This design comes from an exercise in tuning for small area, a short achievable clock period and few clock cycles on the open sky130 flow, not from production work.
In this exercise RTL edits were held to simulation tests only and were not proved equivalent to the original.
No activity file was given, so power comes from the tool's default toggle rates.

[flow/design.v]
package bta_pkg;
	localparam int MAX_BLOCKS    = 1024;
	localparam int BLOCK_BYTES   = 4096;
	localparam int IDX_W         = $clog2(MAX_BLOCKS);
	localparam int CNT_W         = IDX_W + 1;
	localparam int BLK_SH        = $clog2(BLOCK_BYTES);
	localparam int ADDR_W        = 32;
	localparam int BLK_NUM_W     = ADDR_W - BLK_SH;
	localparam int NEED_W        = ADDR_W + 1 - BLK_SH;
	localparam int BIU_W         = 11;
	localparam int BLOCKS_RESET  = 1024;
	localparam int CFG_IDX_W     = 1;
	localparam int CFG_DATA_W    = 32;
	localparam int ENTRY_W       = 2;
	localparam int MARK_TAKEN    = 0;
	localparam int MARK_NEXT     = 1;
	typedef enum logic [CFG_IDX_W-1:0] {
		CFG_BASE   = 1'b0,
		CFG_BLOCKS = 1'b1
	} cfg_reg_t;
	typedef enum logic [0:0] {
		REQ_ALLOC = 1'b0,
		REQ_FREE  = 1'b1
	} req_kind_t;
	typedef enum logic [1:0] {
		ST_DONE     = 2'd0,
		ST_NO_SPACE = 2'd1,
		ST_BAD      = 2'd2
	} status_t;
	typedef struct packed {
		logic    load;
		logic    clr;
		logic    scan_init;
		logic    scan;
		logic    fill;
		logic    free_init;
		logic    free;
		logic    emit;
		status_t code;
	} bta_cmd_t;
	typedef struct packed {
		logic clear_last;
		logic is_free;
		logic size_zero;
		logic too_big;
		logic bad_addr;
		logic found;
		logic exhausted;
		logic fill_last;
		logic chain_more;
		logic out_free;
	} bta_stat_t;
endpackage
module block_table_heap_allocator_core (
	input  logic                             clk,
	input  logic                             arst_n,
	input  logic                             req_valid,
	output logic                             req_ready,
	input  logic                             req_type,
	input  logic [bta_pkg::ADDR_W-1:0]       req_size_bytes,
	input  logic [bta_pkg::ADDR_W-1:0]       req_address,
	output logic                             rsp_valid,
	input  logic                             rsp_ready,
	output logic [bta_pkg::ADDR_W-1:0]       rsp_result_address,
	output logic [1:0]                       rsp_status,
	input  logic                             cfg_write,
	input  logic [bta_pkg::CFG_IDX_W-1:0]    cfg_index,
	input  logic [bta_pkg::CFG_DATA_W-1:0]   cfg_data
);
	localparam int N  = bta_pkg::MAX_BLOCKS;    
	localparam int IW = bta_pkg::IDX_W;         
	localparam int K  = 8;                      
	logic [19:0] base_blk_q;
	logic [10:0] blocks_q;
	logic [10:0] n_blocks;
	assign n_blocks = (blocks_q > 11'd1024) ? 11'd1024 : blocks_q;
	always_ff @(posedge clk or negedge arst_n) begin
		if (!arst_n) begin
			base_blk_q <= '0;
			blocks_q   <= 11'd1024;
		end else if (cfg_write) begin
			if (cfg_index == bta_pkg::CFG_BASE) base_blk_q <= cfg_data[31:12];
			else                                blocks_q   <= cfg_data[10:0];
		end
	end
	logic [N-1:0] tk_q;    
	logic [N-1:0] nx_q;    
	logic        clr_q;      
	logic        busy_q;     
	logic        m_imm_q;    
	logic        m_sa_q;     
	logic        m_fr_q;     
	logic        m_ba_q;     
	logic        m_bb_q;     
	logic [1:0]  imm_st_q;
	logic [3:0]  k_q;        
	logic [10:0] need_q;     
	logic [IW-1:0] x_q;      
	logic [10:0] hib_q;      
	logic        out_valid_q;
	logic [1:0]  out_status_q;
	logic [31:0] out_addr_q;
	logic out_free, go, accept, done;
	assign out_free  = !out_valid_q || rsp_ready;
	assign go        = busy_q && out_free;
	assign req_ready = !clr_q && (!busy_q || (out_free && !m_ba_q && !m_bb_q));
	assign accept    = req_valid && req_ready;
	logic [20:0] in_need;
	logic        in_zero, in_big_n, in_small, in_bad;
	logic [19:0] in_blk;
	assign in_zero  = (req_size_bytes == '0);
	assign in_need  = {1'b0, req_size_bytes[31:12]} + 21'(req_size_bytes[11:0] != '0);
	assign in_big_n = in_need > 21'(n_blocks);
	assign in_small = (in_need <= 21'(K));
	assign in_blk   = req_address[31:12] - base_blk_q;
	assign in_bad   = 21'(in_blk) >= 21'(n_blocks);
	logic [N+K-1:0] tkx;
	logic [N-1:0]   win;       
	logic [N-1:0]   ge_x;      
	logic [N-1:0]   cand;
	assign tkx = {{K{1'b1}}, tk_q};
	logic         kbig;        
	logic [3:0]   mmask;       
	logic [N+3:0] tk4;         
	logic [N+3:0] tkm;         
	logic [1:0]   km1;
	assign kbig     = k_q > 4'd4;
	assign km1      = 2'(k_q - 4'd1);
	assign mmask[0] = 1'b1;
	assign mmask[1] = km1 >= 2'd1;
	assign mmask[2] = km1 >= 2'd2;
	assign mmask[3] = km1 >= 2'd3;
	for (genvar i = 0; i < N + 4; i++) begin : g_tk4
		assign tk4[i] = |tkx[i +: 4];
		assign tkm[i] = |(tkx[i +: 4] & mmask);
	end
	for (genvar i = 0; i < N; i++) begin : g_win
		assign win[i] = !(kbig ? (tk4[i] | tkm[i+4]) : tkm[i]);
	end
	logic [31:0] x_gth, x_eqh, x_gel;
	for (genvar h = 0; h < 32; h++) begin : g_xpre
		assign x_gth[h] = 5'(h) > x_q[9:5];
		assign x_eqh[h] = 5'(h) == x_q[9:5];
		assign x_gel[h] = 5'(h) >= x_q[4:0];
	end
	logic m_win;
	assign m_win = !m_bb_q && !m_fr_q;
	for (genvar i = 0; i < N; i++) begin : g_cand
		assign ge_x[i] = x_gth[i/32] | (x_eqh[i/32] & x_gel[i%32]);
		assign cand[i] = ge_x[i] & ((m_win & win[i]) | (m_fr_q & !nx_q[i]) | (m_bb_q & tk_q[i]));
	end
	logic          found;
	logic [IW-1:0] p;
	logic [2*N-1:1]      pe_v;
	logic [2*N*IW-1:IW]  pe_ix;
	for (genvar i = 0; i < N; i++) begin : g_leaf
		assign pe_v[N+i]                = cand[i];
		assign pe_ix[(N+i)*IW +: IW]    = '0;
	end
	for (genvar m = N - 1; m >= 1; m--) begin : g_node
		localparam int LB = IW - 1 - $clog2(m + 1) + 1;    
		assign pe_v[m]             = pe_v[2*m] | pe_v[2*m+1];
		assign pe_ix[m*IW +: IW]   = pe_v[2*m] ? pe_ix[2*m*IW +: IW]
		                                       : (pe_ix[(2*m+1)*IW +: IW] | IW'(1 << LB));
	end
	assign found = pe_v[1];
	assign p     = pe_ix[IW +: IW];
	logic [10:0] p_end_sa;     
	logic        ok_sa;
	logic [10:0] p_end_ba;     
	logic        ok_ba;
	logic        fit_bb;
	logic [IW-1:0] nm1;
	logic [IW-1:0] hi_fr;
	assign p_end_sa = 11'(p) + 11'(k_q);
	assign ok_sa    = found && (p_end_sa <= n_blocks);
	assign p_end_ba = 11'(p) + need_q;
	assign ok_ba    = found && (p_end_ba <= n_blocks);
	assign fit_bb   = !found || (11'(p) > hib_q);
	assign nm1      = IW'(n_blocks - 11'd1);
	assign hi_fr    = (found && (p < nm1)) ? p : nm1;
	assign done = go && (m_imm_q || m_sa_q || m_fr_q || (m_ba_q && !ok_ba) || (m_bb_q && fit_bb));
	logic          wen, wval;
	logic [IW-1:0] lo, hi;
	logic [N-1:0]  ge_lo, le_hi, mask;
	always_comb begin
		wen  = clr_q || (go && ((m_sa_q && ok_sa) || m_fr_q || (m_bb_q && fit_bb)));
		wval = !clr_q && (m_sa_q || m_bb_q);
		if (clr_q) begin
			lo = '0;
			hi = '1;
		end else if (m_sa_q) begin
			lo = p;
			hi = IW'(p_end_sa - 11'd1);
		end else if (m_fr_q) begin
			lo = x_q;
			hi = hi_fr;
		end else begin
			lo = x_q;
			hi = hib_q[IW-1:0];
		end
	end
	logic [31:0] lo_gth, lo_eqh, lo_gel, hi_lth, hi_eqh, hi_lel;
	for (genvar h = 0; h < 32; h++) begin : g_wpre
		assign lo_gth[h] = 5'(h) > lo[9:5];
		assign lo_eqh[h] = 5'(h) == lo[9:5];
		assign lo_gel[h] = 5'(h) >= lo[4:0];
		assign hi_lth[h] = 5'(h) < hi[9:5];
		assign hi_eqh[h] = 5'(h) == hi[9:5];
		assign hi_lel[h] = 5'(h) <= hi[4:0];
	end
	for (genvar i = 0; i < N; i++) begin : g_wr
		assign ge_lo[i] = lo_gth[i/32] | (lo_eqh[i/32] & lo_gel[i%32]);
		assign le_hi[i] = hi_lth[i/32] | (hi_eqh[i/32] & hi_lel[i%32]);
		assign mask[i]  = wen & ge_lo[i] & le_hi[i];
		always_ff @(posedge clk) begin
			if (mask[i]) begin
				tk_q[i] <= wval;
				nx_q[i] <= wval && ((i == N - 1) ? 1'b0 : le_hi[(i+1)%N]);
			end
		end
	end
	always_ff @(posedge clk or negedge arst_n) begin
		if (!arst_n) begin
			clr_q       <= 1'b1;
			busy_q      <= 1'b0;
			m_imm_q     <= 1'b0;
			m_sa_q      <= 1'b0;
			m_fr_q      <= 1'b0;
			m_ba_q      <= 1'b0;
			m_bb_q      <= 1'b0;
			out_valid_q <= 1'b0;
		end else begin
			clr_q <= 1'b0;
			if (accept) begin
				busy_q  <= 1'b1;
				m_imm_q <= req_type ? in_bad : (in_zero || in_big_n);
				m_fr_q  <= req_type && !in_bad;
				m_sa_q  <= !req_type && !in_zero && !in_big_n && in_small;
				m_ba_q  <= !req_type && !in_zero && !in_big_n && !in_small;
				m_bb_q  <= 1'b0;
			end else if (done) begin
				busy_q  <= 1'b0;
				m_imm_q <= 1'b0;
				m_fr_q  <= 1'b0;
				m_sa_q  <= 1'b0;
				m_ba_q  <= 1'b0;
				m_bb_q  <= 1'b0;
			end else if (go && m_ba_q) begin
				m_ba_q <= 1'b0;
				m_bb_q <= 1'b1;
			end else if (go && m_bb_q) begin
				m_ba_q <= 1'b1;
				m_bb_q <= 1'b0;
			end
			if (done) begin
				out_valid_q <= 1'b1;
			end else if (rsp_ready) begin
				out_valid_q <= 1'b0;
			end
		end
	end
	always_ff @(posedge clk) begin
		if (accept) begin
			imm_st_q <= (req_type || in_zero) ? bta_pkg::ST_BAD : bta_pkg::ST_NO_SPACE;
			k_q      <= in_small ? in_need[3:0] : 4'(K);
			need_q   <= in_need[10:0];
			x_q      <= req_type ? in_blk[IW-1:0] : '0;
		end else if (go && (m_ba_q || m_bb_q)) begin
			x_q      <= p;
			hib_q    <= p_end_ba - 11'd1;
		end
		if (done) begin
			if (m_imm_q) begin
				out_status_q <= imm_st_q;
				out_addr_q   <= '0;
			end else if (m_sa_q) begin
				out_status_q <= ok_sa ? bta_pkg::ST_DONE : bta_pkg::ST_NO_SPACE;
				out_addr_q   <= ok_sa ? {base_blk_q + 20'(p), 12'h000} : '0;
			end else if (m_bb_q) begin
				out_status_q <= bta_pkg::ST_DONE;
				out_addr_q   <= {base_blk_q + 20'(x_q), 12'h000};
			end else if (m_ba_q) begin
				out_status_q <= bta_pkg::ST_NO_SPACE;
				out_addr_q   <= '0;
			end else begin
				out_status_q <= bta_pkg::ST_DONE;
				out_addr_q   <= '0;
			end
		end
	end
	assign rsp_valid          = out_valid_q;
	assign rsp_result_address = out_addr_q;
	assign rsp_status         = out_status_q;
endmodule
[flow/config.mk]
export PLATFORM = sky130hd
export DESIGN_NAME = block_table_heap_allocator_core
export DESIGN_NICKNAME = block_table_heap_allocator_core
export VERILOG_FILES = /design/flow/design.v
export SDC_FILE = /design/flow/constraint.sdc
export NUM_CORES = 4
export LEC_CHECK = 0
export ABC_AREA = 1
export CAP_MARGIN = 0
export CORE_MARGIN = 2
export CORE_UTILIZATION = 65
export SLEW_MARGIN = 0
[flow/constraint.sdc]
create_clock -name core_clock -period 9.0 [get_ports {clk}]
set_input_delay 1.8000 -clock core_clock [delete_from_list [all_inputs] [get_ports {clk}]]
set_output_delay 1.8000 -clock core_clock [all_outputs]
set_load 0.01 [all_outputs]
[flow/run.sh]
#!/bin/bash
# synth_recipe.tcl (not shown) runs the flow's synth.tcl, then flattens the netlist and writes it again
# the make line also repeats each setting of config.mk as NAME=value (left out here)
make -C /OpenROAD-flow-scripts/flow DESIGN_CONFIG=/design/flow/config.mk WORK_HOME=/design/flow/orfs CLKGATE_MAP_FILE= SYNTH_SCRIPT=/design/flow/synth_recipe.tcl finish
==> summary.txt <==
==> timing repair <==
action,in CTS
cloned,3
pin swaps,3
buffers inserted,10
setup endpoints to repair,1743
resized for setup,24
==> how the worst max path moves through the flow <==
| stage | start | endpoint | slack [ps] | depth (start not counted) |
|---|---|---|---|---|
| after CTS | k_q[1] | nx_q[68] | 20 | 57 |
| after floorplan | k_q[1] | nx_q[449] | 1500 | 51 |
| after detailed placement | k_q[1] | nx_q[123] | -430 | 55 |
| after global placement | k_q[1] | tk_q[123] | -420 | 55 |
==> logic make-up after synthesis <==
kind of cell    count (synthesis)  share of synthesized area, %
fa+ha+maj                     129                        0.9675
flops                        2146                         37.64
buf+inv                      3542                         8.739
mux                             8                       0.05277
simple gates                12510                         29.53
other cells                     1                      0.002197
xor+xnor                       67                        0.3437
compound gates               7328                         22.73
==> layer usage <==
metal,overflow,track usage [%]
met5,0,38.09
met2,2,88.26
met1,0,76.60
met4,4,69.11
met3,0,64.27
==> power groups by stage <==
stage               clock network, mW  logic [mW]  registers (mW)
floorplan                           0        24.3            16.0
CTS                              9.84        50.5            16.2
detailed placement                  0        50.1            16.4
global placement                    0        49.3            16.4
==> Yosys cell counts, types with 106 or more instances <==
cell	n
buf_4	119
a21oi_1	2589
buf_2	783
ha_1	124
inv_1	1758
o211ai_1	106
nand4_1	120
nor2_1	4292
nand3_1	1331
nor3_1	241
o22ai_1	1007
o21ai_1	248
edfxtp_1	2107
clkbuf_1	659
nand2_1	6206
inv_2	126
o21ai_0	3170
==> per-stage QoR <==
stage | hold slack (ps) | cells | area [um2] | utilization, %
after global placement | 479.0 | 30270 | 194100 | 74.16
after CTS | 504.1 | 30700 | 202100 | 77.19
after floorplan | 464.1 | 25740 | 170800 | -
after detailed placement | 491.2 | 30270 | 194100 | 74.16
==> results.sh <==
export IMPL_status="aborted with a tool error"
export IMPL_lastStage="5_1_grt"
export IMPL_first_error="[ERROR GRT-0232] Routing congestion too high. Check the congestion heatmap in the GUI."
export IMPL_overflow=6
export IMPL_synthTopCellsByArea="edfxtp_1, nand2_1, nor2_1"
export IMPL_holdBufCountCts=0
export IMPL_htreeDepth=4
export IMPL_grt_max_degree=179
export IMPL_cts_buffer_depth=4
export IMPL_gp_congestion=1.384
export IMPL_synth_top_cell_area_share_pct=37.06
export IMPL_die_x_um=516.5
export IMPL_portBuffers=113
export IMPL_synth_edff_count=2107
export IMPL_cts_sink_count=2146
export IMPL_ys_ff_latch=2146
export IMPL_root_buffer="clkbuf_16"
export IMPL_dp_hpwl_um=682000
export IMPL_syn_mean_instance_area_um2=6.635
export IMPL_synth_main_ff_cell="edfxtp_1"
export IMPL_synth_area_mm2=0.1707
export IMPL_cts_made_buffers=233
export IMPL_ys_seq_area_share_pct=37.64
export IMPL_synth_cells=25730
export IMPL_io_pins=139
export IMPL_async_reset_ff_share_pct=1.817
export IMPL_track_usage_pct=75.15
export IMPL_die_h_um=516.5
export IMPL_placementRows=188
export IMPL_synth_distinct_cells=71
export IMPL_pre_cts_ws_ps=-434.4
export IMPL_yosysWarnings=1
export IMPL_start_util_pct=65.21
export IMPL_synth_top_area_cell="edfxtp_1"
Testbench counts, summed over its fixed seeds: cycles 5,692.
